From an optimization exercise on the open Yosys and OpenROAD flow, aimed at small area, a short achievable clock period and few clock cycles per item; shortcuts taken in it are not production practice. Function was checked by simulation only, so behaviour that the tests miss may differ from the original.

==> flow/design.v, too long to show whole: its modules and the start of the top module <==
// module bdte_epoch: 233 lines
// module bdte_ctrl: 20 lines
// module bdte_datapath: 203 lines
// module broken_down_time_to_epoch: 49 lines
module broken_down_time_to_epoch (
  input  logic               clk_i,
  input  logic               rst_ni,
  input  logic               start,
  output logic               busy,
  input  logic signed [10:0] second_in_i,
  input  logic signed [10:0] minute_in_i,
  input  logic signed [10:0] hour_in_i,
  input  logic signed [10:0] day_in_i,
  input  logic signed [7:0]  month_in_i,
  input  logic        [7:0]  year_in_i,
  output logic               done_o,
  output logic        [5:0]  second_out_o,
  output logic        [5:0]  minute_out_o,
  output logic        [4:0]  hour_out_o,
  output logic        [4:0]  day_out_o,
  output logic        [3:0]  month_out_o,
  output logic signed [9:0]  year_out_o,
  output logic        [8:0]  day_of_year_o,
  output logic signed [33:0] epoch_seconds_o
);
  // ...
==> flow/run.sh <==
#!/bin/bash
# synth_recipe.tcl (not shown) runs the flow's synth.tcl, then flattens the netlist and writes it again
# the make line also repeats each setting of config.mk as NAME=value (left out here)
make -C /OpenROAD-flow-scripts/flow DESIGN_CONFIG=/design/flow/config.mk WORK_HOME=/design/flow/orfs CLKGATE_MAP_FILE= SYNTH_SCRIPT=/design/flow/synth_recipe.tcl finish
==> flow/config.mk <==
export PLATFORM = sky130hd
export DESIGN_NAME = broken_down_time_to_epoch
export DESIGN_NICKNAME = broken_down_time_to_epoch
export VERILOG_FILES = /design/flow/design.v
export SDC_FILE = /design/flow/constraint.sdc
export NUM_CORES = 4
export LEC_CHECK = 0
export CAP_MARGIN = 20
export CORE_MARGIN = 2
export CORE_UTILIZATION = 40
export SLEW_MARGIN = 20
==> flow/constraint.sdc <==
create_clock -name core_clock -period 9.0 [get_ports {clk_i}]
set_input_delay 1.8000 -clock core_clock [delete_from_list [all_inputs] [get_ports {clk_i}]]
set_output_delay 1.8000 -clock core_clock [all_outputs]
set_load 0.01 [all_outputs]
==> impl_metrics.env, run 1 <==
export IMPL_cts_tree="built"
export IMPL_worstPathRequired_ns=7.20
export IMPL_antenna_found_initial=0
export IMPL_final_cell_mix="inv_1 (244), ha_1 (193), clkdlybuf4s50_1 (141), a21oi_1 (126), fa_1 (113)"
export IMPL_fin_crit_ns=8.55
export IMPL_drc=0
export IMPL_vias=12000
export IMPL_dp_cells=2228
export IMPL_status="complete, no violations"
export IMPL_top_register="u_datapath.du_q"
export IMPL_cp_start_kind="flip-flop"
export IMPL_hold_class="flip-flop to flip-flop"
export IMPL_multi_input_area_share_pct=70.9
export IMPL_wire_per_inst_um=15.9
export IMPL_finalSetupTns_ns=0
export IMPL_synthToLayoutAreaGrowth_pct=17.6
export IMPL_slew_viol_final=0
export IMPL_die_x_um=185
export IMPL_finalCritPeriodShare_pct=95.0
export IMPL_ys_ff_latch=37
export IMPL_taps=442
export IMPL_io_pins=144
Testbench counts, summed over its fixed seeds: cycles 9,600, items 4,800.
==> inputs of run 2 (changes only) <==
--- a/flow/config.mk
+++ b/flow/config.mk
@@ -8,4 +8,5 @@
 export CAP_MARGIN = 20
 export CORE_MARGIN = 2
 export CORE_UTILIZATION = 40
+export SETUP_SLACK_MARGIN = 1.5
 export SLEW_MARGIN = 20
==> run 2 against run 1 <==
Compared with the run above: still clean on timing, DRC and antenna; first-iteration DRC count decreased by 16%; utilization rose by 3.6 points; global-route usage rose by 0.75 points; via count rose by 4.1%; synthesized cell count is the same; routed wire length grew 5.7%; critical path type unchanged; largest cell class unchanged; highest routed layer unchanged.
==> impl_metrics.env, run 2 <==
export IMPL_die_x_um=185
export IMPL_die_area_sq_um=34400
export IMPL_reg_top3="u_datapath.du_q: 12 flops, u_datapath.a_q: 7 flops"
export IMPL_synth_most_common_cell="inv_1"
export IMPL_path_depth=32
export IMPL_final_area_sq_um=16700
export IMPL_status="complete, no violations"
export IMPL_vias=12500
export IMPL_critPathMaxStageDelay_ns=0.40
export IMPL_syn_nets=2025
export IMPL_critPathSlowestCell="edfxtp_1"
export IMPL_syn_area_sq_um=13200
export IMPL_finalSetupTns_ns=0
export IMPL_fp_dieH_um=185
export IMPL_start_util_pct=40.6
export IMPL_synthCells=1655
export IMPL_root_buffer="clkbuf_16"
export IMPL_arrival_ns=6.14
export IMPL_hold_class="flip-flop to flip-flop"
export IMPL_grt_pass1_wl_mm=60.3
export IMPL_gr_total_overflow=0
export IMPL_cts_buffers=5
export IMPL_fp_coreArea_sq_um=32500
export IMPL_critPathKind="flip-flop to output pin"
export IMPL_cts_tree="built"
export IMPL_synth_edf_count=36
export IMPL_clock_sinks=37
export IMPL_ys_types=85
export IMPL_wire_per_inst_um=16.3
export IMPL_final_cell_mix="inv_1 (232), ha_1 (163), a21oi_1 (115), nand2_1 (109), nor2_1 (109)"
export IMPL_synth_top_area_share_pct=18.4
export IMPL_final_util_pct=51.3
export IMPL_grt_util_all_layers_pct=21.5
export IMPL_synthToLayoutAreaGrowth_pct=26.6
export IMPL_dp_hpwl_mm=30.3
export IMPL_cpLargestDelayFamily="compound AO/OA/AOI/OAI gates"
export IMPL_reg2reg_depth=1
export IMPL_finalNetCount=2230
export IMPL_grt_pass1_vias=12100
export IMPL_fin_crit_ns=7.94
export IMPL_netlist_top_cells_area="ha_1 (18%), fa_1 (17%), edfxtp_1 (8.2%)"
export IMPL_drtPass1Iterations=7
export IMPL_critPathMaxFanout=8
export IMPL_hold_viol=0
export IMPL_place_gp_congestion=0.905
export IMPL_top_register="u_datapath.du_q"
export IMPL_finalCritPeriodShare_pct=88.2
export IMPL_drv_cap=0
export IMPL_drc=0
export IMPL_synth_async_reset_ratio_pct=2.70
export IMPL_synth_largest_area_cell="ha_1"
export IMPL_holdPathStages=1
export IMPL_largest_reg_flops=12
export IMPL_max_freq_mhz=126
export IMPL_drtIter0Drc=635
export IMPL_cts_max_level=2
export IMPL_io_pins=144
export IMPL_row_count=66
export IMPL_grt_start_max_net_pins=38
export IMPL_dpl_instance_area_sq_um=15300
export IMPL_skew_ns=0.00257
export IMPL_clk_path_buf_depth=2
export IMPL_clkTransAtPathRegs_ns=0.06
export IMPL_drt_vias_per_instance=5.43
export IMPL_cp_start_kind="flip-flop"
export IMPL_yosysWarnings=4
export IMPL_rsz0062_at_grt="true"
export IMPL_antenna_found_initial=0
export IMPL_finalSetupViolCount=0
export IMPL_slew_viol_final=0
export IMPL_drive_gt1_share_pct=15.3
export IMPL_final_common_cell="inv_1"
export IMPL_critPathBufInv=4
export IMPL_io_buffers=143
export IMPL_clk_latency_ns=0.28
export IMPL_maxSlewHeadroom_pct=34.0
export IMPL_synth_common_cells="inv_1 (245), ha_1 (194), a21oi_1 (129), fa_1 (113), nand2_1 (112)"
export IMPL_ys_ff_latch=37
export IMPL_synthFlopType="edfxtp_1"
export IMPL_antenna_cells=0
export IMPL_avgSynthCellArea_sq_um=7.95
export IMPL_ys_seq_area_share_pct=8.40
export IMPL_ant_nets=0
export IMPL_worstSetupEndpointType="output pin"
export IMPL_worstPathRequired_ns=7.20
export IMPL_tightestPinTransition_ns=0.988
export IMPL_wl_mm=37.6
## run 2: cell counts after synthesis
Identical to the previous run, type by type.
## run 2: cell families (layout without fill, tap and decap cells)
family	Yosys count	after routing	synth area share [%]
AOI/OAI and AO/OA	467	467	23.2
and+or+nand+nor	412	412	15.0
adders and majority gates	307	307	35.6
buffers and inverters	303	509	8.79
xor gates and xnor gates	110	110	7.42
DFF	37	37	8.40
muxes	19	19	1.50
## run 2: repair_timing
item | 4_1_cts | 5_1_grt
buffers inserted | 50 | 26
pin swaps | 59 | 64
hold buffers | 0 | 0
endpoints found under the setup margin | 54 | 45
gates resized for setup | 119 | 120
## run 2: stage by stage
stage	setup WS, ns	cells	hold WS [ns]
floorplan	1.41	1655	1.05
global placement	0.514	2219	0.771
detailed placement	0.295	2219	0.757
CTS	1.01	2277	0.783
global route	0.735	2303	0.840
finish	1.06	2303	0.772
## run 2: worst paths after layout
check	start	to	slack, ns
min	u_ctrl.busy_q$_DFF_PN0_	u_ctrl.busy_q$_DFF_PN0_	0.77
max	u_datapath.du_q[0]$_DFFE_PP_	day_out_o[4]	1.06
max in group asynchronous	rst_ni	u_ctrl.busy_q$_DFF_PN0_	7.19
min in group asynchronous	rst_ni	u_ctrl.busy_q$_DFF_PN0_	1.69
max reg2reg	u_ctrl.busy_q$_DFF_PN0_	u_datapath.sec_q[4]$_DFFE_PP_	7.37
min reg2reg	u_ctrl.busy_q$_DFF_PN0_	u_ctrl.busy_q$_DFF_PN0_	0.77
## run 2: layer usage
| metal | routed length (um) | vias to the layer above | part of all wire, % | track usage, % |
|---|---|---|---|---|
| met5 | 0 | - | 0 | 0 |
| met4 | 928 | 0 | 2.5 | 6.00 |
| met3 | 1350 | 57 | 3.6 | 0.727 |
| met2 | 18300 | 330 | 49 | 37.6 |
| met1 | 17000 | 5932 | 45 | 29.0 |
| li1 | - | 6186 | - | - |
## run 2: final cells by class
type                            count  area, sq um
Fill cell                        3104        15800
Inverter                          251          946
Timing Repair Buffer              250         2250
Clock buffer                        7          133
Tap cell                          442          553
Sequential cell                    37         1110
Clock inverter                      1         5.00
Multi-Input combinational cell   1315        11700
==> inputs of run 3 (changes only) <==
--- a/flow/config.mk
+++ b/flow/config.mk
@@ -8,5 +8,5 @@
 export CAP_MARGIN = 20
 export CORE_MARGIN = 2
 export CORE_UTILIZATION = 40
-export SETUP_SLACK_MARGIN = 1.5
+export SETUP_SLACK_MARGIN = 2.5
 export SLEW_MARGIN = 20
==> run 3 against run 2 <==
Compared with the run above: still clean; die area unchanged; worst hold slack worse by 0.0058 ns; synthesized cell count unchanged; first-iteration DRC count increased by 20%.
==> impl_metrics.env, run 3 <==
export IMPL_status="complete, no violations"
export IMPL_final_seq_area_sq_um=1110
export IMPL_slew_viol_final=0
export IMPL_drv_cap=0
export IMPL_cpLargestDelayFamily="compound AO/OA/AOI/OAI gates"
export IMPL_drc=0
export IMPL_cts_max_level=2
export IMPL_hold_ws_ns=0.766
export IMPL_final_cell_mix="inv_1 (221), ha_1 (154), buf_4 (125), nand2_1 (108), nor2_1 (103)"
export IMPL_synth_async_reset_ratio_pct=2.70
export IMPL_drt_vias_per_instance=5.44
export IMPL_dp_cells=2217
export IMPL_wl_mm=38.6
export IMPL_critPathMaxFanout=8
export IMPL_critPathSlowestCell="edfxtp_1"
export IMPL_fp_coreArea_sq_um=32500
export IMPL_start_util_pct=40.6
export IMPL_critPathBufInv=7
export IMPL_vias=12700
export IMPL_multi_input_area_sq_um=12200
export IMPL_synth_edf_count=36
export IMPL_hold_buffers=0
export IMPL_dp_hpwl_mm=30.0
export IMPL_die_x_um=185
export IMPL_synth_largest_area_cell="ha_1"
export IMPL_drive_gt1_share_pct=22.9
export IMPL_final_util_pct=53.6
export IMPL_syn_area_sq_um=13200
export IMPL_io_pins=144
export IMPL_clk_latency_ns=0.28
export IMPL_dpl_instance_area_sq_um=15500
export IMPL_syn_nets=2025
export IMPL_netlist_top_cells_area="ha_1 (18%), fa_1 (17%), edfxtp_1 (8.2%)"
export IMPL_synthToLayoutAreaGrowth_pct=32.1
export IMPL_hold_class="flip-flop to flip-flop"
export IMPL_clkTransAtPathRegs_ns=0.06
export IMPL_ys_seq_area_share_pct=8.40
export IMPL_place_gp_congestion=0.969
export IMPL_clock_sinks=37
export IMPL_fin_ws_ns=1.02
export IMPL_drtIter0Drc=759
export IMPL_reg_top3="u_datapath.du_q: 12 flops, u_datapath.a_q: 7 flops"
export IMPL_clk_path_buf_depth=2
export IMPL_ant_nets=0
export IMPL_synth_common_cells="inv_1 (245), ha_1 (194), a21oi_1 (129), fa_1 (113), nand2_1 (112)"
export IMPL_arrival_ns=6.18
export IMPL_skew_ns=0.00401
export IMPL_cp_start_kind="flip-flop"
export IMPL_hold_viol=0
export IMPL_ys_ff_latch=37
export IMPL_yosysWarnings=4
export IMPL_grt_util_all_layers_pct=21.9
export IMPL_worstPathRequired_ns=7.20
export IMPL_root_buffer="clkbuf_16"
export IMPL_final_common_cell="inv_1"
export IMPL_drtPass1Iterations=5
export IMPL_gr_total_overflow=0
export IMPL_pre_cts_ws_ns=0.386
export IMPL_wire_per_inst_um=16.5
export IMPL_rsz0062_at_grt="true"
export IMPL_fin_crit_ns=7.98
export IMPL_cts_tree="built"
export IMPL_finalCritPeriodShare_pct=88.7
export IMPL_avgSynthCellArea_sq_um=7.95
export IMPL_synth_top_area_share_pct=18.4
export IMPL_cts_buffers=5
export IMPL_largest_reg_flops=12
export IMPL_io_buffers=143
export IMPL_synth_most_common_cell="inv_1"
export IMPL_fin_cells=2343
export IMPL_die_area_sq_um=34400
export IMPL_grt_pass1_wl_mm=61.7
export IMPL_worstSetupEndpointType="output pin"
export IMPL_grt_pass1_vias=12300
export IMPL_critPathMaxStageDelay_ns=0.41
export IMPL_synthFlopType="edfxtp_1"
export IMPL_antenna_found_initial=0
export IMPL_critPathKind="flip-flop to output pin"
export IMPL_maxSlewHeadroom_pct=31.4
export IMPL_grt_start_max_net_pins=38
export IMPL_tightestPinTransition_ns=1.03
export IMPL_row_count=66
export IMPL_finalSetupTns_ns=0
export IMPL_max_freq_mhz=125
export IMPL_finalNetCount=2270
export IMPL_antenna_cells=0
export IMPL_fp_dieH_um=185
export IMPL_final_area_sq_um=17400
export IMPL_ys_types=85
export IMPL_synthCells=1655
export IMPL_nFillCells=3054
export IMPL_top_register="u_datapath.du_q"
export IMPL_finalSetupViolCount=0
run 3: cells by family after synthesis:
family	count (synthesis)	share of synthesized area, %
buf+inv	303	8.79
xor+xnor	110	7.42
simple gates	412	15.0
fa+ha+maj	307	35.6
flops	37	8.40
mux	19	1.50
compound gates	467	23.2
run 3: worst paths after layout:
path / startpoint / end / slack [ns] / cells after the start
worst max-delay path: u_datapath.du_q[3]$_DFFE_PP_ / day_out_o[4] / 1.02 / 32
worst min-delay path: u_ctrl.busy_q$_DFF_PN0_ / u_ctrl.busy_q$_DFF_PN0_ / 0.77 / 1
worst max register to register: u_ctrl.busy_q$_DFF_PN0_ / u_datapath.sec_q[0]$_DFFE_PP_ / 7.34 / 1
worst min register to register: u_ctrl.busy_q$_DFF_PN0_ / u_ctrl.busy_q$_DFF_PN0_ / 0.77 / 1
max in group asynchronous: rst_ni / u_ctrl.busy_q$_DFF_PN0_ / 7.21 / 1
min in group asynchronous: rst_ni / u_ctrl.busy_q$_DFF_PN0_ / 1.68 / 1
run 3: cell type report:
class / instances / area share, %
Tap cell: 442 / 3.18
Sequential cell: 37 / 6.36
Clock inverter: 3 / 0.101
Clock buffer: 5 / 0.720
Timing Repair Buffer: 288 / 14.2
Inverter: 251 / 5.48
Multi-Input combinational cell: 1317 / 69.9
run 3: what timing repair did:
item                                   in CTS  in global routing
resized for setup                         311                129
pin swaps                                  77                114
setup endpoints to repair                  69                 65
gates cloned                                1                  2
setup buffers                              83                 32
endpoints found under the hold margin       0                  0
run 3: metal layers:
layer	global-route usage, %	up-vias	routed length [um]	share of wire, %
li1	-	6255	-	-
met3	1.14	51	1580	4.1
met1	28.6	6074	16900	44
met5	0	-	0	0
met2	38.9	365	19100	49
met4	6.86	0	1060	2.7
==> inputs of run 4 (changes only) <==
==> flow/flow/run.sh (new file) <==
#!/bin/bash
# The standard layout, with the port buffers made from sky130_fd_sc_hd__buf_1
# cells instead of the default delay buffers. make's output goes to
# flow_make.log in the work folder; each ORFS step keeps its own log under
# orfs/logs.
set -euo pipefail
export BUFFER_PORTS_ARGS="-buffer_cell sky130_fd_sc_hd__buf_1"
bash standard.sh > flow_make.log 2>&1
==> flow/standard.sh (new file) <==
#!/bin/bash
# synth_recipe.tcl (not shown) runs the flow's synth.tcl, then flattens the netlist and writes it again
# the make line also repeats each setting of config.mk as NAME=value (left out here)
make -C /OpenROAD-flow-scripts/flow DESIGN_CONFIG=/design/flow/config.mk WORK_HOME=/design/flow/orfs CLKGATE_MAP_FILE= SYNTH_SCRIPT=/design/flow/synth_recipe.tcl "${@:-finish}"
--- a/flow/config.mk
+++ b/flow/config.mk
@@ -8,5 +8,4 @@
 export CAP_MARGIN = 20
 export CORE_MARGIN = 2
 export CORE_UTILIZATION = 40
-export SETUP_SLACK_MARGIN = 2.5
 export SLEW_MARGIN = 20
removed: flow/run.sh
==> run 4 against run 3 <==
Compared with the run above: sequential share of layout area is 1.2 points higher; die area unchanged; routed wire length is 8.5% lower; critical path depth rose by 1; maximum frequency fell by 6.8%; worst hold slack lost 0.077 ns; via count is 4.5% lower; first-iteration DRC count fell by 8.7%; register-to-register slack improved by 0.13 ns; synthesized cell count did not move.
==> impl_metrics.env, run 4 <==
export IMPL_syn_nets=2025
export IMPL_grt_util_all_layers_pct=20.5
export IMPL_final_cell_mix="inv_1 (244), ha_1 (192), buf_1 (142), a21oi_1 (127), fa_1 (113)"
export IMPL_holdPathStages=1
export IMPL_dp_hpwl_mm=29.7
export IMPL_synth_most_common_cell="inv_1"
export IMPL_largest_reg_flops=12
export IMPL_finalNetCount=2160
export IMPL_die_area_sq_um=34400
export IMPL_synthCells=1655
export IMPL_r2r_end="u_datapath.du_q[8]$_DFFE_PP_"
export IMPL_cts_buffers=5
export IMPL_worstPathRequired_ns=7.20
export IMPL_max_freq_mhz=117
export IMPL_start_util_pct=40.6
export IMPL_cp_common_cell="ha_1"
export IMPL_wire_per_inst_um=15.8
export IMPL_cp_start_kind="flip-flop"
export IMPL_vias=12200
export IMPL_clk_path_buf_depth=2
export IMPL_final_common_cell="inv_1"
export IMPL_ys_seq_area_share_pct=8.40
export IMPL_antenna_found_initial=0
export IMPL_synth_top_area_share_pct=18.4
export IMPL_yosysWarnings=4
export IMPL_top_register="u_datapath.du_q"
export IMPL_r2r_setup_slack_ns=7.47
export IMPL_skew_ns=0.00446
export IMPL_synth_common_cells="inv_1 (245), ha_1 (194), a21oi_1 (129), fa_1 (113), nand2_1 (112)"
export IMPL_synthFlopType="edfxtp_1"
export IMPL_hold_class="flip-flop to flip-flop"
export IMPL_synth_largest_area_cell="ha_1"
export IMPL_reg_top3="u_datapath.du_q: 12 flops, u_datapath.a_q: 7 flops"
export IMPL_finalCritPeriodShare_pct=95.2
export IMPL_critPathKind="flip-flop to output pin"
export IMPL_root_buffer="clkbuf_16"
export IMPL_io_pins=144
export IMPL_critPathBufInv=6
export IMPL_place_gp_congestion=0.936
export IMPL_antenna_cells=0
export IMPL_clk_latency_ns=0.28
export IMPL_reg2reg_depth=2
export IMPL_tightestPinTransition_ns=1.07
export IMPL_ys_types=85
export IMPL_finalSetupTns_ns=0
export IMPL_drt_vias_per_instance=5.45
export IMPL_synth_async_reset_ratio_pct=2.70
export IMPL_min_from="u_ctrl.busy_q$_DFF_PN0_"
export IMPL_drv_cap=0
export IMPL_io_buffers=143
export IMPL_hold_viol=0
export IMPL_fp_coreArea_sq_um=32500
export IMPL_reg2reg_from="u_ctrl.busy_q$_DFF_PN0_"
export IMPL_worstSetupEndpointType="output pin"
export IMPL_ant_nets=0
export IMPL_drive_gt1_share_pct=5.08
export IMPL_drtPass1Iterations=5
export IMPL_syn_area_sq_um=13200
export IMPL_clkTransAtPathRegs_ns=0.06
export IMPL_fp_dieH_um=185
export IMPL_hold_ws_ns=0.689
export IMPL_grt_pass1_vias=11600
export IMPL_status="complete, no violations"
export IMPL_wl_mm=35.3
export IMPL_final_area_sq_um=14600
export IMPL_slew_viol_final=0
export IMPL_fin_crit_ns=8.57
export IMPL_synthToLayoutAreaGrowth_pct=10.9
export IMPL_critPathMaxFanout=12
export IMPL_cpLargestDelayFamily="compound AO/OA/AOI/OAI gates"
export IMPL_clock_sinks=37
export IMPL_ys_ff_latch=37
export IMPL_gr_total_overflow=0
export IMPL_critPathMaxStageDelay_ns=0.43
export IMPL_drc=0
export IMPL_maxSlewHeadroom_pct=29.0
export IMPL_avgSynthCellArea_sq_um=7.95
export IMPL_synth_edf_count=36
export IMPL_row_count=66
export IMPL_grt_pass1_wl_mm=57.8
export IMPL_netlist_top_cells_area="ha_1 (18%), fa_1 (17%), edfxtp_1 (8.2%)"
export IMPL_dpl_instance_area_sq_um=14300
export IMPL_die_x_um=185
export IMPL_whs_endpoint="u_ctrl.busy_q$_DFF_PN0_"
export IMPL_critPathSlowestCell="fa_1"
export IMPL_finalSetupViolCount=0
export IMPL_cts_tree="built"
export IMPL_cts_max_level=2
export IMPL_arrival_ns=6.77
export IMPL_grt_start_max_net_pins=38
export IMPL_drtIter0Drc=693
export IMPL_final_util_pct=45.0
## run 4: how the worst max path moves through the flow
stage | startpoint | endpoint | slack [ns] | depth (start not counted)
finish | u_datapath.du_q[1]$_DFFE_PP_ | day_out_o[4] | 0.43 | 33
global route | u_datapath.du_q[2]$_DFFE_PP_ | day_out_o[4] | -0.03 | 33
floorplan | u_datapath.du_q[7]$_DFFE_PP_ | day_out_o[4] | 0.87 | 31
detailed placement | u_datapath.du_q[2]$_DFFE_PP_ | day_out_o[4] | 0.34 | 33
global placement | u_datapath.du_q[2]$_DFFE_PP_ | day_out_o[4] | 0.42 | 33
CTS | u_datapath.du_q[2]$_DFFE_PP_ | day_out_o[4] | 0.03 | 33
## run 4: cells by family after synthesis
group | after synthesis | share of synthesized area, %
DFF | 37 | 8.40
buffers and inverters | 303 | 8.79
and+or+nand+nor | 412 | 15.0
muxes | 19 | 1.50
adders and majority gates | 307 | 35.6
AOI/OAI and AO/OA | 467 | 23.2
xor gates and xnor gates | 110 | 7.42
## run 4: repair_timing
| item | in CTS | in global routing |
|---|---|---|
| endpoints found under the hold margin | 0 | 0 |
| pin swaps | 0 | 3 |
| hold buffers | 0 | 0 |
| endpoints found under the setup margin | 1 | 3 |
| resized for setup | 1 | 16 |
| buffers inserted | 0 | 8 |
## run 4: cell type report
cell class	count	area, sq um
inverters	251	943
well taps	442	553
multi-input cells	1315	11000
fillers	3278	17900
repair buffers	180	836
flip-flops and latches	37	1110
clock buffers	5	125
clock inverters	3	41.3
## run 4: worst register-to-register path: cells and delay by family (launching register included)
kind,cells,cell delay [ns]
buf+inv,1,0.24
flops,1,0.44
simple gates,1,0.55
## run 4: per-layer routing
layer	routed length, um	GRT usage, %	vias to the layer above	part of all wire (%)
met5	0	0	-	0
met4	888	5.90	0	2.5
met3	1690	1.28	49	4.8
met2	16600	34.8	367	47
met1	16200	28.2	5727	46
li1	-	-	6025	-
## run 4: stage by stage
step,std cells,setup slack (ns)
2_1_floorplan,1655,0.868
3_3_place_gp,2216,0.417
3_5_place_dp,2216,0.344
4_1_cts,2224,0.0310
5_1_grt,2233,-0.0315
6_report,2233,0.433
==> inputs of run 5 (changes only) <==
==> flow/flow/run.sh (replaced) <==
#!/bin/bash
# The standard layout, with the port buffers made from sky130_fd_sc_hd__buf_2
# cells instead of the default delay buffers. make's output goes to
# flow_make.log in the work folder; each ORFS step keeps its own log under
# orfs/logs.
set -euo pipefail
export BUFFER_PORTS_ARGS="-buffer_cell sky130_fd_sc_hd__buf_2"
bash standard.sh > flow_make.log 2>&1
==> run 5 against run 4 <==
Compared with the run above: synthesized cell count stayed put; global-route usage is 0.36 points lower; first-iteration DRC count is 4.6% lower; setup slack better by 0.094 ns; die area stayed put; clock skew is 0.0017 ns higher; sequential share of layout area hardly changed; cell area is 0.47% higher; worst hold slack better by 0.10 ns; largest cell class unchanged.
==> impl_metrics.env, run 5 <==
export IMPL_ys_ff_latch=37
export IMPL_critPathBufInv=5
export IMPL_antenna_found_initial=1
export IMPL_critPathMaxFanout=7
export IMPL_reg2reg_from="u_ctrl.busy_q$_DFF_PN0_"
export IMPL_ys_types=85
export IMPL_yosysWarnings=4
export IMPL_avgSynthCellArea_sq_um=7.95
export IMPL_clk_latency_ns=0.28
export IMPL_hold_viol=0
export IMPL_grt_start_max_net_pins=38
export IMPL_place_gp_congestion=0.938
export IMPL_fin_crit_ns=8.47
export IMPL_root_buffer="clkbuf_16"
export IMPL_fp_dieH_um=185
export IMPL_arrival_ns=6.67
export IMPL_maxSlewHeadroom_pct=34.1
export IMPL_slew_viol_final=0
export IMPL_synthCells=1655
export IMPL_syn_nets=2025
export IMPL_status="complete, no violations"
export IMPL_clk_path_buf_depth=2
export IMPL_die_area_sq_um=34400
export IMPL_synth_largest_area_cell="ha_1"
export IMPL_start_util_pct=40.6
export IMPL_io_pins=144
export IMPL_grt_pass1_wl_mm=56.5
export IMPL_hold_ws_ns=0.790
export IMPL_top_register="u_datapath.du_q"
export IMPL_finalNetCount=2156
export IMPL_worstSetupEndpointType="output pin"
export IMPL_worstPathRequired_ns=7.20
export IMPL_cts_tree="built"
export IMPL_path_depth=34
export IMPL_ant_nets=0
export IMPL_grt_pass1_vias=11300
export IMPL_drtPass1Iterations=5
export IMPL_grt_util_all_layers_pct=20.2
export IMPL_max_freq_mhz=118
export IMPL_critPathMaxStageDelay_ns=0.48
export IMPL_die_x_um=185
export IMPL_finalSetupTns_ns=0
export IMPL_crit_start="u_datapath.du_q[3]$_DFFE_PP_"
export IMPL_fin_cells=2230
export IMPL_vias=12000
export IMPL_dp_hpwl_mm=29.3
export IMPL_wl_mm=34.7
export IMPL_cts_buffers=5
export IMPL_finalCritPeriodShare_pct=94.1
export IMPL_syn_area_sq_um=13200
export IMPL_reg2reg_depth=1
export IMPL_dp_cells=2212
export IMPL_final_cell_mix="inv_1 (243), ha_1 (193), buf_2 (143), a21oi_1 (127), fa_1 (113)"
export IMPL_ys_seq_area_share_pct=8.40
export IMPL_final_area_sq_um=14700
export IMPL_drt_vias_per_instance=5.39
export IMPL_drtIter0Drc=661
export IMPL_fp_coreArea_sq_um=32500
export IMPL_wire_per_inst_um=15.6
export IMPL_critPathKind="flip-flop to output pin"
export IMPL_netlist_top_cells_area="ha_1 (18%), fa_1 (17%), edfxtp_1 (8.2%)"
export IMPL_synthFlopType="edfxtp_1"
export IMPL_cp_common_cell="a21oi_1"
export IMPL_clock_sinks=37
export IMPL_synth_async_reset_ratio_pct=2.70
export IMPL_final_util_pct=45.2
export IMPL_cts_max_level=2
export IMPL_reg_top3="u_datapath.du_q: 12 flops, u_datapath.a_q: 7 flops"
export IMPL_hold_buffers=0
export IMPL_synth_top_area_share_pct=18.4
export IMPL_holdPathStages=1
export IMPL_synthToLayoutAreaGrowth_pct=11.4
export IMPL_final_common_cell="inv_1"
export IMPL_row_count=66
export IMPL_largest_reg_flops=12
export IMPL_synth_common_cells="inv_1 (245), ha_1 (194), a21oi_1 (129), fa_1 (113), nand2_1 (112)"
export IMPL_skew_ns=0.00615
export IMPL_pre_cts_ws_ns=0.446
export IMPL_drc=0
export IMPL_synth_most_common_cell="inv_1"
export IMPL_dpl_instance_area_sq_um=14400
export IMPL_min_from="u_ctrl.busy_q$_DFF_PN0_"
export IMPL_drv_cap=0
export IMPL_gr_total_overflow=0
export IMPL_fin_ws_ns=0.527
export IMPL_synth_edf_count=36
export IMPL_io_buffers=143
export IMPL_clkTransAtPathRegs_ns=0.06
export IMPL_tightestPinTransition_ns=0.987
export IMPL_hold_class="flip-flop to flip-flop"
export IMPL_cpLargestDelayFamily="compound AO/OA/AOI/OAI gates"
export IMPL_drive_gt1_share_pct=12.7
export IMPL_critPathSlowestCell="edfxtp_1"
export IMPL_cp_start_kind="flip-flop"
export IMPL_finalSetupViolCount=0
[run 5: timing repair]
| item | in CTS | in global routing |
|---|---|---|
| gates resized for setup | 0 | 13 |
| setup buffers | 0 | 9 |
| endpoints found under the setup margin | 0 | 3 |
[run 5: path summary, 6_finish.rpt]
path                                                to  slack (ns)
setup / recovery                          day_out_o[4]        0.53
hold / removal                 u_ctrl.busy_q$_DFF_PN0_        0.79
setup reg to reg           u_datapath.a_q[3]$_DFFE_PP_        7.35
hold reg to reg                u_ctrl.busy_q$_DFF_PN0_        0.79
max in group asynchronous      u_ctrl.busy_q$_DFF_PN0_        7.64
min in group asynchronous      u_ctrl.busy_q$_DFF_PN0_        1.28
[run 5: cell type report]
cell class                 instances  area [sq um]
antenna                            1          2.50
fill                            3280         17800
multi-input combinational       1315         11000
inverter                         251           947
sequential                        37          1110
clock inverter                     3          12.5
clock buffer                       5           125
timing repair buffer             176           963
tap                              442           553
[run 5: logic make-up after synthesis]
group,Yosys count,share of synthesized area [%]
xor+xnor,110,7.42
compound gates,467,23.2
mux,19,1.50
buf+inv,303,8.79
fa+ha+maj,307,35.6
flops,37,8.40
simple gates,412,15.0
[run 5: routing by layer]
layer	part of all wire [%]	GRT usage, %	up-vias
met2	47	33.8	332
met4	2.8	6.54	0
li1	-	-	6036
met3	4.4	0.963	51
met5	0	0	-
met1	46	27.9	5591
==> inputs of run 6 (changes only) <==
--- a/flow/config.mk
+++ b/flow/config.mk
@@ -9,3 +9,4 @@
 export CORE_MARGIN = 2
 export CORE_UTILIZATION = 40
 export SLEW_MARGIN = 20
+export SYNTH_HIERARCHICAL = 1
==> run 6 against run 5 <==
Compared with the run above: synthesized area increased by 2.4%; maximum frequency increased by 0.81%; utilization decreased by 0.70 points; non-clock buffer count decreased by 2; register-to-register slack improved by 0.04 ns; via count increased by 4.7%; worst hold slack got worse by 0.10 ns; clock-buffer cell count increased by 1.
==> impl_metrics.env, run 6 <==
export IMPL_synth_common_cells="inv_1 (224), ha_1 (174), a21oi_1 (142), nand2_1 (115)"
export IMPL_synth_edf_count=36
export IMPL_finalSetupTns_ns=0
export IMPL_crit_start="u_datapath.du_q[1]$_DFFE_PP_"
export IMPL_drive_gt1_share_pct=12.4
export IMPL_synth_top_family_by_area="adder cells"
export IMPL_final_seq_area_sq_um=1110
export IMPL_wire_per_inst_um=16.1
export IMPL_arrival_ns=6.61
export IMPL_synth_most_common_cell="inv_1"
export IMPL_syn_nets=2052
export IMPL_io_buffers=143
export IMPL_gr_total_overflow=0
export IMPL_endpoint="day_out_o[4]"
export IMPL_die_x_um=188
export IMPL_synth_async_reset_ratio_pct=2.70
export IMPL_netlist_top_cells_area="fa_1 (17%), ha_1 (16%), edfxtp_1 (8.0%)"
export IMPL_place_gp_congestion=0.905
export IMPL_row_count=67
export IMPL_top_register="u_datapath.du_q"
export IMPL_critPathKind="flip-flop to output pin"
export IMPL_drtPass1Iterations=5
export IMPL_final_common_cell="inv_1"
export IMPL_status="complete, no violations"
export IMPL_tightestPinTransition_ns=1.01
export IMPL_fp_dieH_um=188
export IMPL_worstSetupEndpointType="output pin"
export IMPL_clock_sinks=37
export IMPL_synthCells=1702
export IMPL_die_area_sq_um=35200
export IMPL_wl_mm=36.4
export IMPL_grt_start_max_net_pins=38
export IMPL_clk_path_buf_depth=2
export IMPL_finalCritPeriodShare_pct=93.4
export IMPL_worstPathRequired_ns=7.20
export IMPL_synthFlopType="edfxtp_1"
export IMPL_skew_ns=0.00742
export IMPL_yosysWarnings=10
export IMPL_yosys_area_share_simple_pct=15.4
export IMPL_grt_util_all_layers_pct=20.3
export IMPL_cp_start_kind="flip-flop"
export IMPL_reg_top3="u_datapath.du_q: 12 flops, u_datapath.a_q: 7 flops"
export IMPL_drv_cap=0
export IMPL_r2r_end="u_datapath.sec_q[4]$_DFFE_PP_"
export IMPL_hold_viol=0
export IMPL_antenna_found_initial=0
export IMPL_drt_vias_per_instance=5.56
export IMPL_slew_viol_final=0
export IMPL_fp_coreArea_sq_um=33400
export IMPL_critPathSlowestCell="edfxtp_1"
export IMPL_drtIter0Drc=942
export IMPL_maxSlewHeadroom_pct=32.4
export IMPL_ys_types=100
export IMPL_dp_hpwl_mm=30.6
export IMPL_cts_max_level=2
export IMPL_grt_pass1_wl_mm=59.6
export IMPL_syn_area_sq_um=13500
export IMPL_start_util_pct=40.4
export IMPL_nFillCells=3457
export IMPL_hold_buffers=0
export IMPL_multi_input_area_sq_um=11300
export IMPL_r2r_setup_slack_ns=7.39
export IMPL_hold_ws_ns=0.689
export IMPL_critPathMaxStageDelay_ns=0.57
export IMPL_grt_pass1_vias=12000
export IMPL_synthAdderAreaFrac_pct=32.9
export IMPL_clk_latency_ns=0.28
export IMPL_synth_mux_area_share_pct=1.43
export IMPL_final_cell_mix="inv_1 (224), ha_1 (174), buf_2 (143), a21oi_1 (142), nand2_1 (115)"
export IMPL_rsz0062_at_grt="false"
export IMPL_synth_xor_area_share_pct=7.64
export IMPL_reg2reg_from="u_ctrl.busy_q$_DFF_PN0_"
export IMPL_largest_reg_flops=12
export IMPL_synth_top_area_share_pct=16.8
export IMPL_ys_ff_latch=37
export IMPL_fin_crit_ns=8.41
export IMPL_hold_class="flip-flop to flip-flop"
export IMPL_synth_compound_area_share_pct=25.9
export IMPL_reg2reg_depth=1
export IMPL_drc=0
export IMPL_vias=12600
export IMPL_root_buffer="clkbuf_16"
export IMPL_clkTransAtPathRegs_ns=0.06
export IMPL_finalSetupViolCount=0
export IMPL_dp_cells=2241
export IMPL_fin_cells=2260
export IMPL_synthToLayoutAreaGrowth_pct=10.1
export IMPL_final_util_pct=44.5
export IMPL_avgSynthCellArea_sq_um=7.92
export IMPL_max_freq_mhz=119
export IMPL_antenna_cells=0
export IMPL_ant_nets=0
export IMPL_finalNetCount=2162
export IMPL_critPathMaxFanout=10
export IMPL_synth_largest_area_cell="fa_1"
export IMPL_cts_buffers=5
export IMPL_io_pins=144
export IMPL_cts_tree="built"
export IMPL_ys_seq_area_share_pct=8.20
run 6: per-layer routing:
metal | vias up | track usage [%] | part of all wire [%]
met5 | - | 0 | 0
met4 | 0 | 5.60 | 2.1
li1 | 6232 | - | -
met1 | 5934 | 27.1 | 45
met3 | 38 | 0.824 | 4.2
met2 | 372 | 35.8 | 48
run 6: modules after synthesis, one instance, submodules excluded, a selection:
| module | area [sq um] | cells | flops+latches | copies in the design |
|---|---|---|---|---|
| bdte_datapath | 9330 | 1237 | 36 | 1 |
| bdte_epoch | 4110 | 462 | 0 | 1 |
| bdte_ctrl | 46.3 | 3 | 1 | 1 |
run 6: worst min path at each step:
stage	cells after the start	slack [ns]	endpoint	startpoint
detailed placement	1	0.70	u_ctrl.busy_q$_DFF_PN0_	u_ctrl.busy_q$_DFF_PN0_
floorplan	1	0.70	u_ctrl.busy_q$_DFF_PN0_	u_ctrl.busy_q$_DFF_PN0_
CTS	1	0.71	u_ctrl.busy_q$_DFF_PN0_	u_ctrl.busy_q$_DFF_PN0_
global route	1	0.74	u_ctrl.busy_q$_DFF_PN0_	u_ctrl.busy_q$_DFF_PN0_
finish	1	0.69	u_ctrl.busy_q$_DFF_PN0_	u_ctrl.busy_q$_DFF_PN0_
global placement	1	0.70	u_ctrl.busy_q$_DFF_PN0_	u_ctrl.busy_q$_DFF_PN0_
run 6: layout make-up:
type                            count  area share, %
Multi-Input combinational cell   1367           75.8
Timing Repair Buffer              174           6.39
Sequential cell                    37           7.45
Clock buffer                        6          0.868
Inverter                          227           5.74
Tap cell                          448           3.77
Clock inverter                      1         0.0253
run 6: cell families (layout without fill, tap and decap cells):
kind of cell / after synthesis / after routing
adders and majority gates: 287 / 287
muxes: 19 / 19
buffers and inverters: 298 / 408
and+or+nand+nor: 424 / 424
xor gates and xnor gates: 116 / 116
AOI/OAI and AO/OA: 521 / 521
DFF: 37 / 37
run 6: metrics by stage:
step	instance area [sq um]	setup WS [ns]
CTS	14800	0.358
global placement	14600	0.539
finish	14900	0.595
global route	14900	0.0328
detailed placement	14600	0.375
floorplan	13500	1.06
run 6: critical path, delay by kind of cell, from the launching register on:
family	cells	cell delay [ns]
AOI/OAI and AO/OA	12	2.00
and+or+nand+nor	8	1.27
adders and majority gates	4	1.14
xor gates and xnor gates	5	0.95
DFF	1	0.57
buffers and inverters	2	0.37
run 6: what timing repair did:
item / in CTS / in global routing
gates resized for setup: 0 / 1
setup buffers: 0 / 12
endpoints found under the setup margin: 0 / 3
hold endpoints to repair: 0 / 0
==> inputs of run 7 (changes only) <==
--- a/flow/config.mk
+++ b/flow/config.mk
@@ -7,6 +7,5 @@
 export LEC_CHECK = 0
 export CAP_MARGIN = 20
 export CORE_MARGIN = 2
-export CORE_UTILIZATION = 40
+export CORE_UTILIZATION = 75
 export SLEW_MARGIN = 20
-export SYNTH_HIERARCHICAL = 1
==> run 7 against run 6 <==
Compared with the run above: still clean; flip-flop and latch count is the same; critical endpoint unchanged; synthesized cell count shrank 2.8%; synthesized area shrank 2.4%.
==> impl_metrics.env, run 7 <==
export IMPL_critPathKind="flip-flop to output pin"
export IMPL_vias=12900
export IMPL_clk_latency_ns=0.29
export IMPL_synth_most_common_cell="inv_1"
export IMPL_grt_pass1_vias=12300
export IMPL_grt_util_all_layers_pct=36.6
export IMPL_final_area_sq_um=14500
export IMPL_worstSetupEndpointType="output pin"
export IMPL_maxSlewHeadroom_pct=31.7
export IMPL_io_pins=144
export IMPL_reg_top3="u_datapath.du_q: 12 flops, u_datapath.a_q: 7 flops"
export IMPL_synth_async_reset_ratio_pct=2.70
export IMPL_row_count=48
export IMPL_final_common_cell="inv_1"
export IMPL_drv_cap=0
export IMPL_final_cell_mix="inv_1 (244), ha_1 (192), buf_2 (143), a21oi_1 (126), fa_1 (113)"
export IMPL_hold_buffers=0
export IMPL_ys_ff_latch=37
export IMPL_reg2reg_from="u_ctrl.busy_q$_DFF_PN0_"
export IMPL_cp_start_kind="flip-flop"
export IMPL_clkTransAtPathRegs_ns=0.07
export IMPL_worstPathRequired_ns=7.20
export IMPL_critPathMaxStageDelay_ns=0.43
export IMPL_top_register="u_datapath.du_q"
export IMPL_skew_ns=0.0132
export IMPL_cts_max_level=2
export IMPL_cts_tree="built"
export IMPL_synthToLayoutAreaGrowth_pct=9.96
export IMPL_dpl_instance_area_sq_um=14100
export IMPL_fin_crit_ns=8.49
export IMPL_cts_buffers=5
export IMPL_slew_viol_final=0
export IMPL_arrival_ns=6.69
export IMPL_hold_viol=0
export IMPL_synth_largest_area_cell="ha_1"
export IMPL_clock_sinks=37
export IMPL_drtPass1Iterations=5
export IMPL_ys_types=85
export IMPL_largest_reg_flops=12
export IMPL_dp_hpwl_mm=27.6
export IMPL_syn_area_sq_um=13200
export IMPL_max_freq_mhz=118
export IMPL_die_area_sq_um=18600
export IMPL_status="complete, no violations"
export IMPL_avgSynthCellArea_sq_um=7.95
export IMPL_crit_start="u_datapath.du_q[3]$_DFFE_PP_"
export IMPL_grt_pass1_wl_mm=56.3
export IMPL_fp_dieH_um=136
export IMPL_reg2reg_depth=1
export IMPL_final_seq_area_sq_um=1110
export IMPL_netlist_top_cells_area="ha_1 (18%), fa_1 (17%), edfxtp_1 (8.2%)"
export IMPL_synthCells=1655
export IMPL_finalSetupViolCount=0
export IMPL_drt_vias_per_instance=6.39
export IMPL_critPathSlowestCell="fa_1"
export IMPL_fin_cells=2018
export IMPL_ant_nets=0
export IMPL_wire_per_inst_um=17.5
export IMPL_synthFlopType="edfxtp_1"
export IMPL_ys_seq_area_share_pct=8.40
export IMPL_r2r_setup_slack_ns=7.37
export IMPL_synth_edf_count=36
export IMPL_drc=0
export IMPL_gr_total_overflow=0
export IMPL_syn_nets=2025
export IMPL_root_buffer="clkbuf_16"
export IMPL_grt_start_max_net_pins=38
export IMPL_yosysWarnings=4
export IMPL_finalNetCount=2159
export IMPL_fp_coreArea_sq_um=17200
export IMPL_place_gp_congestion=0.994
export IMPL_wl_mm=35.2
export IMPL_drtIter0Drc=1151
export IMPL_hold_ws_ns=0.704
export IMPL_io_buffers=143
export IMPL_nFillCells=1075
export IMPL_multi_input_area_sq_um=11000
export IMPL_endpoint="day_out_o[4]"
export IMPL_hold_class="flip-flop to flip-flop"
export IMPL_clk_path_buf_depth=2
export IMPL_antenna_found_initial=1
export IMPL_finalCritPeriodShare_pct=94.4
export IMPL_tightestPinTransition_ns=1.02
export IMPL_finalSetupTns_ns=0
export IMPL_cp_common_cell="a21oi_1"
export IMPL_r2r_end="u_datapath.min_q[3]$_DFFE_PP_"
export IMPL_synth_common_cells="inv_1 (245), ha_1 (194), a21oi_1 (129), fa_1 (113), nand2_1 (112)"
export IMPL_start_util_pct=76.4
export IMPL_critPathMaxFanout=5
export IMPL_drive_gt1_share_pct=13.0
export IMPL_dp_cells=1993
export IMPL_die_x_um=136
export IMPL_synth_top_area_share_pct=18.4
==> run 7: cell types whose count changed after synthesis, sizes merged, moves of 11 or more <==
cell	delta
a21o	-16
inv	+21
ha	+20
a21oi	-17
o21ai	-20
clkbuf	-11
==> run 7: final cells by class <==
cell class,instances,share of cell area [%]
antenna,3,0.0519
clock buffer,5,0.864
clock inverter,3,0.320
inverter,251,6.54
multi-input combinational,1315,75.8
sequential,37,7.64
tap,225,1.94
timing repair buffer,179,6.84
==> run 7: logic make-up after synthesis <==
kind of cell	share of synthesized area [%]
compound gates	23.2
simple gates	15.0
fa+ha+maj	35.6
buf+inv	8.79
xor+xnor	7.42
flops	8.40
mux	1.50
==> run 7: worst max-delay path, delay by kind of cell (launching register included) <==
kind	cells	cell delay [ns]
compound gates	19	3.28
fa+ha+maj	5	1.28
xor+xnor	4	0.77
buf+inv	4	0.45
flops	1	0.42
simple gates	2	0.17
==> run 7: per-stage QoR <==
step                utilization, %  setup WS, ns
finish                        84.0         0.508
global route                  83.9       -0.0220
CTS                           83.1        0.0454
detailed placement            82.0         0.225
global placement              82.0         0.521
floorplan                        -         0.868
==> run 7: repair_timing <==
item                                    in CTS  in global routing
endpoints found under the setup margin       1                  3
pin swaps                                    0                  5
gates resized for setup                      2                 15
setup buffers                                2                 12
==> run 7: worst min-delay path by stage <==
| stage | startpoint | to | cells after the start |
|---|---|---|---|
| global placement | u_ctrl.busy_q$_DFF_PN0_ | u_ctrl.busy_q$_DFF_PN0_ | 1 |
| finish | u_ctrl.busy_q$_DFF_PN0_ | u_ctrl.busy_q$_DFF_PN0_ | 1 |
| detailed placement | u_ctrl.busy_q$_DFF_PN0_ | u_ctrl.busy_q$_DFF_PN0_ | 1 |
| floorplan | u_ctrl.busy_q$_DFF_PN0_ | u_ctrl.busy_q$_DFF_PN0_ | 1 |
| CTS | u_ctrl.busy_q$_DFF_PN0_ | u_ctrl.busy_q$_DFF_PN0_ | 1 |
| global route | u_ctrl.busy_q$_DFF_PN0_ | u_ctrl.busy_q$_DFF_PN0_ | 1 |
==> run 7: layer usage <==
metal  share of wire (%)  GRT usage (%)
met4                 5.0           16.9
met1                  39           45.0
met2                  49           63.5
met5                   0              0
met3                 7.5           5.04
==> inputs of run 8 (changes only) <==
--- a/flow/config.mk
+++ b/flow/config.mk
@@ -7,5 +7,5 @@
 export LEC_CHECK = 0
 export CAP_MARGIN = 20
 export CORE_MARGIN = 2
-export CORE_UTILIZATION = 75
+export CORE_UTILIZATION = 60
 export SLEW_MARGIN = 20
==> run 8 against run 7 <==
Compared with the run above: setup slack got worse by 0.26 ns; clock-buffer cell count did not move; flip-flop and latch count did not move; via count fell by 5.2%; critical path depth rose by 2; highest routed layer unchanged; still clean on timing, DRC and antenna; clock skew fell by 0.0081 ns; cell area rose by 0.78%; die area rose by 24%; synthesized area did not move; global-route usage fell by 8.6 points.
==> impl_metrics.env, run 8 <==
export IMPL_status="complete, no violations"
export IMPL_io_pins=144
export IMPL_drt_vias_per_instance=5.89
export IMPL_final_common_cell="inv_1"
export IMPL_critPathMaxFanout=7
export IMPL_max_freq_mhz=114
export IMPL_finalSetupTns_ns=0
export IMPL_finalNetCount=2161
export IMPL_drive_gt1_share_pct=13.2
export IMPL_drv_cap=0
export IMPL_drtIter0Drc=874
export IMPL_hold_class="flip-flop to flip-flop"
export IMPL_critPathKind="flip-flop to output pin"
export IMPL_synth_most_common_cell="inv_1"
export IMPL_top_layer="met4"
export IMPL_fp_dieH_um=152
export IMPL_die_x_um=152
export IMPL_synthFlopType="edfxtp_1"
export IMPL_worstSetupEndpointType="output pin"
export IMPL_clk_latency_ns=0.28
export IMPL_die_area_sq_um=23100
export IMPL_reg_top3="u_datapath.du_q: 12 flops, u_datapath.a_q: 7 flops"
export IMPL_cpLargestDelayFamily="compound AO/OA/AOI/OAI gates"
export IMPL_finalSetupViolCount=0
export IMPL_vias=12200
export IMPL_synth_common_cells="inv_1 (245), ha_1 (194), a21oi_1 (129), fa_1 (113), nand2_1 (112)"
export IMPL_place_gp_congestion=0.947
export IMPL_wire_per_inst_um=15.9
export IMPL_syn_area_sq_um=13200
export IMPL_start_util_pct=60.7
export IMPL_synthCells=1655
export IMPL_clkTransAtPathRegs_ns=0.06
export IMPL_slew_viol_final=0
export IMPL_fp_coreArea_sq_um=21700
export IMPL_grt_pass1_vias=11700
export IMPL_grt_util_all_layers_pct=27.9
export IMPL_root_buffer="clkbuf_16"
export IMPL_critPathSlowestCell="edfxtp_1"
export IMPL_wl_met2_mm=16.6
export IMPL_hold_viol=0
export IMPL_cts_max_level=2
export IMPL_top_register="u_datapath.du_q"
export IMPL_syn_nets=2025
export IMPL_ys_types=85
export IMPL_wl_met1_mm=14.3
export IMPL_clk_path_buf_depth=2
export IMPL_avgSynthCellArea_sq_um=7.95
export IMPL_drtPass1Iterations=5
export IMPL_skew_ns=0.00516
export IMPL_synth_edf_count=36
export IMPL_ys_seq_area_share_pct=8.40
export IMPL_grt_start_max_net_pins=38
export IMPL_fin_crit_ns=8.75
export IMPL_yosysWarnings=4
export IMPL_synthToLayoutAreaGrowth_pct=10.8
export IMPL_final_cell_mix="inv_1 (244), ha_1 (193), buf_2 (143), a21oi_1 (125), fa_1 (113)"
export IMPL_cts_buffers=5
export IMPL_arrival_ns=6.95
export IMPL_worstPathRequired_ns=7.20
export IMPL_ant_nets=0
export IMPL_critPathMaxStageDelay_ns=0.50
export IMPL_gr_total_overflow=0
export IMPL_row_count=54
export IMPL_netlist_top_cells_area="ha_1 (18%), fa_1 (17%), edfxtp_1 (8.2%)"
export IMPL_largest_reg_flops=12
export IMPL_clock_sinks=37
export IMPL_drc=0
export IMPL_antenna_found_initial=3
export IMPL_dr_wl_met3_mm=1.58
export IMPL_synth_async_reset_ratio_pct=2.70
export IMPL_ys_ff_latch=37
export IMPL_grt_pass1_wl_mm=55.6
export IMPL_tightestPinTransition_ns=1.02
export IMPL_critPathBufInv=6
export IMPL_synth_largest_area_cell="ha_1"
export IMPL_maxSlewHeadroom_pct=31.7
export IMPL_synth_top_area_share_pct=18.4
export IMPL_cp_start_kind="flip-flop"
export IMPL_finalCritPeriodShare_pct=97.3
export IMPL_wl_mm=32.9
export IMPL_io_buffers=143
export IMPL_dp_hpwl_mm=27.1
export IMPL_cts_tree="built"
[run 8: logic make-up after synthesis]
| kind of cell | share of synthesized area [%] |
|---|---|
| simple gates | 15.0 |
| fa+ha+maj | 35.6 |
| compound gates | 23.2 |
| buf+inv | 8.79 |
| flops | 8.40 |
| xor+xnor | 7.42 |
| mux | 1.50 |
[run 8: metal layers]
metal  track usage (%)  up-vias
li1                  -     6041
met1              37.0     5783
met2              50.5      363
met3              2.11       34
met4              5.21        0
met5                 0        -
[run 8: what timing repair did]
| action | in CTS | in global routing |
|---|---|---|
| gates resized for setup | 2 | 17 |
| buffers inserted | 2 | 14 |
| endpoints found under the setup margin | 1 | 3 |
| pin swaps | 0 | 3 |
| hold buffers | 0 | 0 |
[run 8: final timing paths]
path / slack, ns / from / endpoint / cells after the start
min reg2reg: 0.73 / u_ctrl.busy_q$_DFF_PN0_ / u_ctrl.busy_q$_DFF_PN0_ / 1
max reg2reg: 7.37 / u_ctrl.busy_q$_DFF_PN0_ / u_datapath.a_q[1]$_DFFE_PP_ / 1
min: 0.73 / u_ctrl.busy_q$_DFF_PN0_ / u_ctrl.busy_q$_DFF_PN0_ / 1
max in group asynchronous: 7.64 / rst_ni / u_ctrl.busy_q$_DFF_PN0_ / 1
max: 0.25 / u_datapath.du_q[3]$_DFFE_PP_ / day_out_o[4] / 36
min in group asynchronous: 1.28 / rst_ni / u_ctrl.busy_q$_DFF_PN0_ / 1
[run 8: final cells by class]
type / count / area, sq um
Multi-Input combinational cell: 1315 / 11000
Fill cell: 1848 / 7100
Sequential cell: 37 / 1110
Timing Repair Buffer: 181 / 1000
Inverter: 251 / 943
Tap cell: 280 / 350
Clock buffer: 5 / 125
Clock inverter: 3 / 41.3
Antenna cell: 3 / 7.51
[run 8: through the flow]
| stage | hold slack (ns) | area [sq um] | setup WS [ns] | util (%) | instances |
|---|---|---|---|---|---|
| floorplan | 1.05 | 13200 | 0.868 | - | 1655 |
| global placement | 0.709 | 14200 | 0.404 | 65.5 | 2048 |
| CTS | 0.738 | 14400 | 0.0929 | 66.3 | 2058 |
| detailed placement | 0.719 | 14200 | 0.274 | 65.5 | 2048 |
| finish | 0.726 | 14600 | 0.247 | 67.3 | 2075 |
| global route | 0.765 | 14600 | -0.206 | 67.2 | 2073 |
==> inputs of run 9 (changes only) <==
--- a/flow/config.mk
+++ b/flow/config.mk
@@ -5,7 +5,7 @@
 export SDC_FILE = /design/flow/constraint.sdc
 export NUM_CORES = 4
 export LEC_CHECK = 0
-export CAP_MARGIN = 20
+export CAP_MARGIN = 0
 export CORE_MARGIN = 2
-export CORE_UTILIZATION = 60
-export SLEW_MARGIN = 20
+export CORE_UTILIZATION = 40
+export SLEW_MARGIN = 0
==> run 9 against run 8 <==
Compared with the run above: routed wire length grew 5.5%; clock-buffer cell count did not move; largest cell class unchanged; synthesized cell count did not move; sequential share of layout area about the same; non-clock buffer count shrank 5; still clean; cell area increased by 0.57%; setup slack improved by 0.28 ns; cell count up 7.5%; maximum frequency increased by 3.3%; synthesized area unchanged.
==> impl_metrics.env, run 9 <==
export IMPL_gr_total_overflow=0
export IMPL_worstPathRequired_ns=7.20
export IMPL_die_x_um=185
export IMPL_top_register="u_datapath.du_q"
export IMPL_syn_nets=2025
export IMPL_critPathBufInv=5
export IMPL_synth_common_cells="inv_1 (245), ha_1 (194), a21oi_1 (129), fa_1 (113), nand2_1 (112)"
export IMPL_netlist_top_cells_area="ha_1 (18%), fa_1 (17%), edfxtp_1 (8.2%)"
export IMPL_clk_path_buf_depth=2
export IMPL_grt_pass1_wl_mm=56.5
export IMPL_ant_nets=0
export IMPL_r2r_setup_slack_ns=7.35
export IMPL_skew_ns=0.00615
export IMPL_max_freq_mhz=118
export IMPL_io_buffers=143
export IMPL_wl_mm=34.7
export IMPL_finalCritPeriodShare_pct=94.1
export IMPL_antenna_found_initial=1
export IMPL_pre_cts_ws_ns=0.446
export IMPL_avgSynthCellArea_sq_um=7.95
export IMPL_critPathSlowestCell="edfxtp_1"
export IMPL_ys_ff_latch=37
export IMPL_critPathKind="flip-flop to output pin"
export IMPL_cts_max_level=2
export IMPL_hold_viol=0
export IMPL_final_cell_mix="inv_1 (243), ha_1 (193), buf_2 (143), a21oi_1 (127), fa_1 (113)"
export IMPL_clkTransAtPathRegs_ns=0.06
export IMPL_place_gp_congestion=0.938
export IMPL_cts_tree="built"
export IMPL_cp_start_kind="flip-flop"
export IMPL_synthFlopType="edfxtp_1"
export IMPL_root_buffer="clkbuf_16"
export IMPL_drt_vias_per_instance=5.39
export IMPL_clk_latency_ns=0.28
export IMPL_grt_pass1_vias=11300
export IMPL_reg_top3="u_datapath.du_q: 12 flops, u_datapath.a_q: 7 flops"
export IMPL_syn_area_sq_um=13200
export IMPL_clock_sinks=37
export IMPL_tightestPinTransition_ns=0.987
export IMPL_critPathMaxStageDelay_ns=0.48
export IMPL_status="complete, no violations"
export IMPL_row_count=66
export IMPL_dp_hpwl_mm=29.3
export IMPL_synthToLayoutAreaGrowth_pct=11.4
export IMPL_final_common_cell="inv_1"
export IMPL_final_util_pct=45.2
export IMPL_finalSetupTns_ns=0
export IMPL_cp_common_cell="a21oi_1"
export IMPL_drv_cap=0
export IMPL_slew_viol_final=0
export IMPL_fin_ws_ns=0.527
export IMPL_ys_seq_area_share_pct=8.40
export IMPL_yosysWarnings=4
export IMPL_finalNetCount=2156
export IMPL_drtPass1Iterations=5
export IMPL_io_pins=144
export IMPL_fp_coreArea_sq_um=32500
export IMPL_largest_reg_flops=12
export IMPL_arrival_ns=6.67
export IMPL_wire_per_inst_um=15.6
export IMPL_fp_dieH_um=185
export IMPL_worstSetupEndpointType="output pin"
export IMPL_drc=0
export IMPL_fin_crit_ns=8.47
export IMPL_grt_start_max_net_pins=38
export IMPL_critPathMaxFanout=7
export IMPL_maxSlewHeadroom_pct=34.1
export IMPL_cts_buffers=5
export IMPL_synth_top_area_share_pct=18.4
export IMPL_drive_gt1_share_pct=12.7
export IMPL_die_area_sq_um=34400
export IMPL_synth_largest_area_cell="ha_1"
export IMPL_ys_types=85
export IMPL_start_util_pct=40.6
export IMPL_cpLargestDelayFamily="compound AO/OA/AOI/OAI gates"
export IMPL_hold_class="flip-flop to flip-flop"
export IMPL_finalSetupViolCount=0
export IMPL_nFillCells=3280
export IMPL_synth_edf_count=36
export IMPL_synth_async_reset_ratio_pct=2.70
export IMPL_grt_util_all_layers_pct=20.2
export IMPL_synthCells=1655
export IMPL_drtIter0Drc=661
export IMPL_vias=12000
export IMPL_synth_most_common_cell="inv_1"
## run 9: layout make-up
cell class | count | area [sq um] | share of cell area [%]
clock buffer | 5 | 125 | 0.853
inverter | 251 | 947 | 6.46
multi-input combinational | 1315 | 11000 | 74.7
sequential | 37 | 1110 | 7.54
clock inverter | 3 | 12.5 | 0.0853
tap | 442 | 553 | 3.77
antenna | 1 | 2.50 | 0.0171
timing repair buffer | 176 | 963 | 6.57
## run 9: cells by family after synthesis
family	share of synthesized area, %
DFF	8.40
xor gates and xnor gates	7.42
adders and majority gates	35.6
muxes	1.50
AOI/OAI and AO/OA	23.2
buffers and inverters	8.79
and+or+nand+nor	15.0
## run 9: final timing paths
kind	start	end	cells past startpoint
max	u_datapath.du_q[3]$_DFFE_PP_	day_out_o[4]	34
min	u_ctrl.busy_q$_DFF_PN0_	u_ctrl.busy_q$_DFF_PN0_	1
max reg2reg	u_ctrl.busy_q$_DFF_PN0_	u_datapath.a_q[3]$_DFFE_PP_	1
min reg2reg	u_ctrl.busy_q$_DFF_PN0_	u_ctrl.busy_q$_DFF_PN0_	1
max in group asynchronous	rst_ni	u_ctrl.busy_q$_DFF_PN0_	1
min in group asynchronous	rst_ni	u_ctrl.busy_q$_DFF_PN0_	1
## run 9: metal layers
layer  global-route usage [%]  part of all wire (%)  vias to the layer above  wire (um)
met5                        0                     0                        -          0
li1                         -                     -                     6036          -
met2                     33.8                    47                      332      16200
met1                     27.9                    46                     5591      16100
met4                     6.54                   2.8                        0        959
met3                    0.963                   4.4                       51       1520
## run 9: what timing repair did
| item | in CTS | in global routing |
|---|---|---|
| setup buffers | 0 | 9 |
| hold buffers | 0 | 0 |
| endpoints found under the setup margin | 0 | 3 |
| gates resized for setup | 0 | 13 |
## run 9: stage by stage
step / hold WS [ns] / instance area [sq um] / instances
CTS: 0.791 / 14600 / 2220
finish: 0.790 / 14700 / 2230
detailed placement: 0.768 / 14400 / 2212
global placement: 0.768 / 14400 / 2212
global route: 0.822 / 14700 / 2229
floorplan: 1.05 / 13200 / 1655

port drivers added, routing unchanged:
How much do the figures lean on ideal ports? The routed layouts below were timed once more, with nothing changed but the port constraints. Step 1 assumes that a clkbuf_16 drives the clock port and a buf_2 every other input. Step 2, shift: input delay + t, output delay - t, t = (earliest + latest rising clock arrival at the registers) / 2. This alone moves slack from input paths to output paths. Slacks: no drivers / after step 1 / after step 2; pairs: no drivers / after step 1.
| run | shift t [ns] | slack for setup (ns) | clock arrival spread, ns | worst register clock-pin slew, ns |
|---|---|---|---|---|
| run 1 | 0.310 | 0.447 / 0.410 / 0.332 | 0.005 / 0.006 | 0.06 / 0.06 |
| run 2 | 0.310 | 1.059 / 1.023 / 1.333 | 0.003 / 0.003 | 0.06 / 0.06 |
| run 3 | 0.315 | 1.019 / 0.983 / 1.298 | 0.004 / 0.004 | 0.06 / 0.06 |
| run 4 | 0.315 | 0.433 / 0.396 / 0.675 | 0.007 / 0.008 | 0.06 / 0.06 |
| run 5 | 0.312 | 0.527 / 0.491 / 0.804 | 0.006 / 0.007 | 0.06 / 0.06 |
| run 6 | 0.318 | 0.595 / 0.556 / 0.378 | 0.008 / 0.009 | 0.06 / 0.06 |
| run 7 | 0.318 | 0.508 / 0.475 / 0.497 | 0.013 / 0.013 | 0.07 / 0.07 |
| run 8 | 0.320 | 0.247 / 0.209 / 0.529 | 0.006 / 0.006 | 0.06 / 0.06 |
| run 9 | 0.312 | 0.527 / 0.491 / 0.804 | 0.006 / 0.007 | 0.06 / 0.06 |
After both steps every run listed still meets setup and hold. The setup slack of run 6, which loses most, moves by -0.039 ns with the drivers and by -0.217 ns with both steps.
